What follows belongs to an exercise in optimizing a design on an open flow for small area and a short achievable clock period; a production flow would make more cautious choices. In this exercise RTL edits were held to simulation tests only and were not proved equivalent to the original. No activity file was given, so power comes from the tool's default toggle rates.

Design mem_ack_responder, start of the top module:
module mem_ack_responder (
    input  logic        CLK,
    input  logic        RESET,
    input  logic        MR,
    input  logic        MW,
    input  logic [5:0]  ADDR,
    input  logic [31:0] DIN,
    input  logic [3:0]  BE,
    output logic [31:0] DOUT,
    output logic        ACK_N,
    output logic [1:0]  STATE
);
Settings: LEC_CHECK=0, CAP_MARGIN=20, CORE_MARGIN=2, CORE_UTILIZATION=40, SLEW_MARGIN=20; clock period 5.0 ns.
run.sh (not shown) runs the stock make flow with config.mk's settings and CLKGATE_MAP_FILE= SYNTH_SCRIPT=/design/flow/synth_recipe.tcl, a recipe that flattens the netlist after the stock synthesis.
Rerun with:
Settings changed: CORE_UTILIZATION 40 to 65, CTS_CLUSTER_DIAMETER set to 100, CTS_CLUSTER_SIZE set to 30, SETUP_SLACK_MARGIN set to 2.8.
What happened: Die area fell by well over a third; non-clock buffer count rose by 77; setup slack gains 0.62 ns; area after synthesis is unchanged; routed wire length fell slightly; design area fell by a few percent; synthesized cell count is unchanged.


Another version of the RTL of mem_ack_responder (not shown whole).
For scale: ~4,300 cells after synthesis, ~2,200 flip-flops, ~81 I/O pins, roughly 0.078 sq mm of cells after synthesis.
Design mem_ack_responder, start of the top module:
module mem_ack_responder (
    input  logic        CLK,
    input  logic        RESET,
    input  logic        MR,
    input  logic        MW,
    input  logic [5:0]  ADDR,
    input  logic [31:0] DIN,
    input  logic [3:0]  BE,
    output logic [31:0] DOUT,
    output logic        ACK_N,
    output logic [1:0]  STATE
);
Settings: LEC_CHECK=0, CAP_MARGIN=20, CORE_MARGIN=2, CORE_UTILIZATION=65, CTS_CLUSTER_DIAMETER=80, CTS_CLUSTER_SIZE=30, SETUP_SLACK_MARGIN=2.8, SLEW_MARGIN=20; clock period 5.0 ns.
The first run went through all stages and came out clean.
Rerun with:
Settings changed: SETUP_SLACK_MARGIN 2.8 to 2.6.
After rerunning: The changed run produced a clean layout. Clock-buffer cell count is unchanged. Core utilization decreases by 2.3 points. Setup slack loses 0.051 ns. Sequential cell count stays the same. Die area is unchanged. Via count decreases by a few percent.


== onyx ==
Another version of the RTL of mem_ack_responder (not shown whole).
Size in the first run: roughly 4,600 cells after synthesis, roughly 2,200 flip-flops, roughly 81 I/O pins, ~79,000 sq um of cells after synthesis.
clock: 5.0 ns
lec_check: 0
cap_margin: 20
core_margin: 2
core_utilization: 75
cts_cluster_diameter: 80
cts_cluster_size: 30
place_density: 0.8
setup_slack_margin: 2.8
slew_margin: 20
Here is what was changed in the inputs of garnet compared with onyx.
- changing CORE_UTILIZATION from 75 to 65
- changing SETUP_SLACK_MARGIN from 2.8 to 2.7
==> run summary <==
On multi-input gate share of the layout cell area, onyx and garnet are basically level. Clock latency of the later-clocked register in the worst-skew pair, onyx and garnet, lower one = onyx. Of the two candidates, onyx has the better setup slack of the critical path after layout and garnet the worse one. Relative to onyx, the post-CTS resize count measured on garnet has increased by a few percent. Per-cell via count in the routed design, onyx and garnet: higher on onyx. Between onyx and garnet, the flow reports design area increasing slightly. Global-route usage (garnet over onyx): decrease, 4.8 points. Looking at count of clock-buffer cells in the layout, garnet sits 4.5% below onyx.
For willow, these inputs were changed with respect to garnet:
- swapping 65 for 75 in CORE_UTILIZATION
Findings:
[diff] detailed-route wire length, willow relative to garnet: regression. [compare] base=garnet new=willow: simple-gate portion of the synthesized area level, setup slack increased 0.010 ns.


mem_ack_responder, a different RTL version from the one above (not shown whole).
Size: about 78,000 um2 of cells after synthesis.
// mem_ack_responder
module mem_ack_responder (
    input  logic        CLK,
    input  logic        RESET,
    input  logic        MR,
    input  logic        MW,
    input  logic [5:0]  ADDR,
    input  logic [31:0] DIN,
    input  logic [3:0]  BE,
    output logic [31:0] DOUT,
    output logic        ACK_N,
    output logic [1:0]  STATE
);
    logic [1:0]  st_q;      
    logic        lat2_q;    
    logic        busy_q;    
    logic        ack_n_q;
    logic [31:0] dout_q;
    logic [63:0] sel_n_q;   
    logic [31:0] din_q;
    logic [3:0]  be_q;
    logic        wr_q;
    logic [3:0]  bwe_n_q;   
    logic [31:0] mem_q [64];
    logic req, idle, fire;
    assign req  = MR | MW;
    assign idle = !busy_q;
    assign fire = lat2_q & req;
    always_ff @(posedge CLK or posedge RESET) begin
        if (RESET) begin
            st_q    <= 2'd0;
            lat2_q  <= 1'b0;
            busy_q  <= 1'b0;
            ack_n_q <= 1'b1;
        end else begin
            lat2_q  <= 1'b0;
            busy_q  <= req || (st_q == 2'd2);
            ack_n_q <= 1'b1;
            case (st_q)
                2'd0: if (req) st_q <= 2'd1;
                2'd1: begin
                    if (!req) st_q <= 2'd0;
                    else if (lat2_q) begin
                        st_q    <= 2'd2;
                        ack_n_q <= 1'b0;
                    end else lat2_q <= 1'b1;
                end
                2'd2: st_q <= 2'd3;
                default: if (!req) st_q <= 2'd0;
            endcase
        end
    end
    always_ff @(posedge CLK) begin
        if (idle) begin
            for (int w = 0; w < 64; w++) sel_n_q[w] <= (ADDR != 6'(w));
            din_q <= DIN;
            be_q  <= BE;
  ...
Settings: LEC_CHECK=0, CAP_MARGIN=20, CORE_MARGIN=2, CORE_UTILIZATION=65, CTS_CLUSTER_DIAMETER=80, CTS_CLUSTER_SIZE=30, PLACE_DENSITY=0.8, SETUP_SLACK_MARGIN=2.8, SLEW_MARGIN=20; clock period 5.0 ns.
The first run passed the timing, DRC and antenna checks.
==> next run, changes <==
- SETUP_SLACK_MARGIN: 2.8 -> 2.7
Result: The new run finished clean; wire length goes down by a few percent; cell area goes down slightly; maximum frequency goes down slightly; power goes down slightly; clock power goes down slightly; global-route usage goes down by 0.38 points; die area stays the same; clock-buffer cell count stays the same; area after synthesis does not change.

## port drivers added, routing unchanged
In the flow no input, the clock included, has a driving cell. The finished layouts below were timed again as built, in two steps. Step 1 (the two cells are an assumption about what drives the block):
set clk [get_ports {CLK}]
set_driving_cell -lib_cell sky130_fd_sc_hd__clkbuf_16 $clk
set_driving_cell -lib_cell sky130_fd_sc_hd__buf_2 [delete_from_list [all_inputs] $clk]
Step 2 moves the port delays by t, midway between the first and last clock arrival at a register: inputs arrive t later, outputs are due t later. That takes back most of the time a late clock gives input paths. Slacks: ideal / step 1 / step 2; pairs: ideal / step 1.
run | t, ns | slack for setup (ns) | worst register clock-pin slew, ns | cell pins on the clock port's net
the first run of note 1 | 0.925 | 1.935 / 1.847 / 1.552 | 0.07 / 0.07 | 1
the second run of note 1 | 0.800 | 2.551 / 2.477 / 2.042 | 0.12 / 0.12 | 1
the first run of note 2 | 0.811 | 2.593 / 2.513 / 2.089 | 0.12 / 0.12 | 1
the second run of note 2 | 0.803 | 2.543 / 2.527 / 1.851 | 0.12 / 0.12 | 1
onyx | 0.760 | 2.641 / 2.564 / 2.271 | 0.12 / 0.12 | 1
garnet | 0.783 | 2.635 / 2.558 / 2.054 | 0.11 / 0.11 | 1
willow | 0.760 | 2.645 / 2.568 / 2.294 | 0.11 / 0.11 | 1
the first run of note 4 | 0.824 | 2.601 / 2.526 / 2.033 | 0.12 / 0.12 | 1
the second run of note 4 | 0.818 | 2.568 / 2.541 / 2.000 | 0.12 / 0.12 | 1
After both steps setup and hold are still met in every run listed. For the second run of note 2, which loses most, drivers alone change the setup slack by -0.016 ns; drivers and shift together by -0.692 ns.
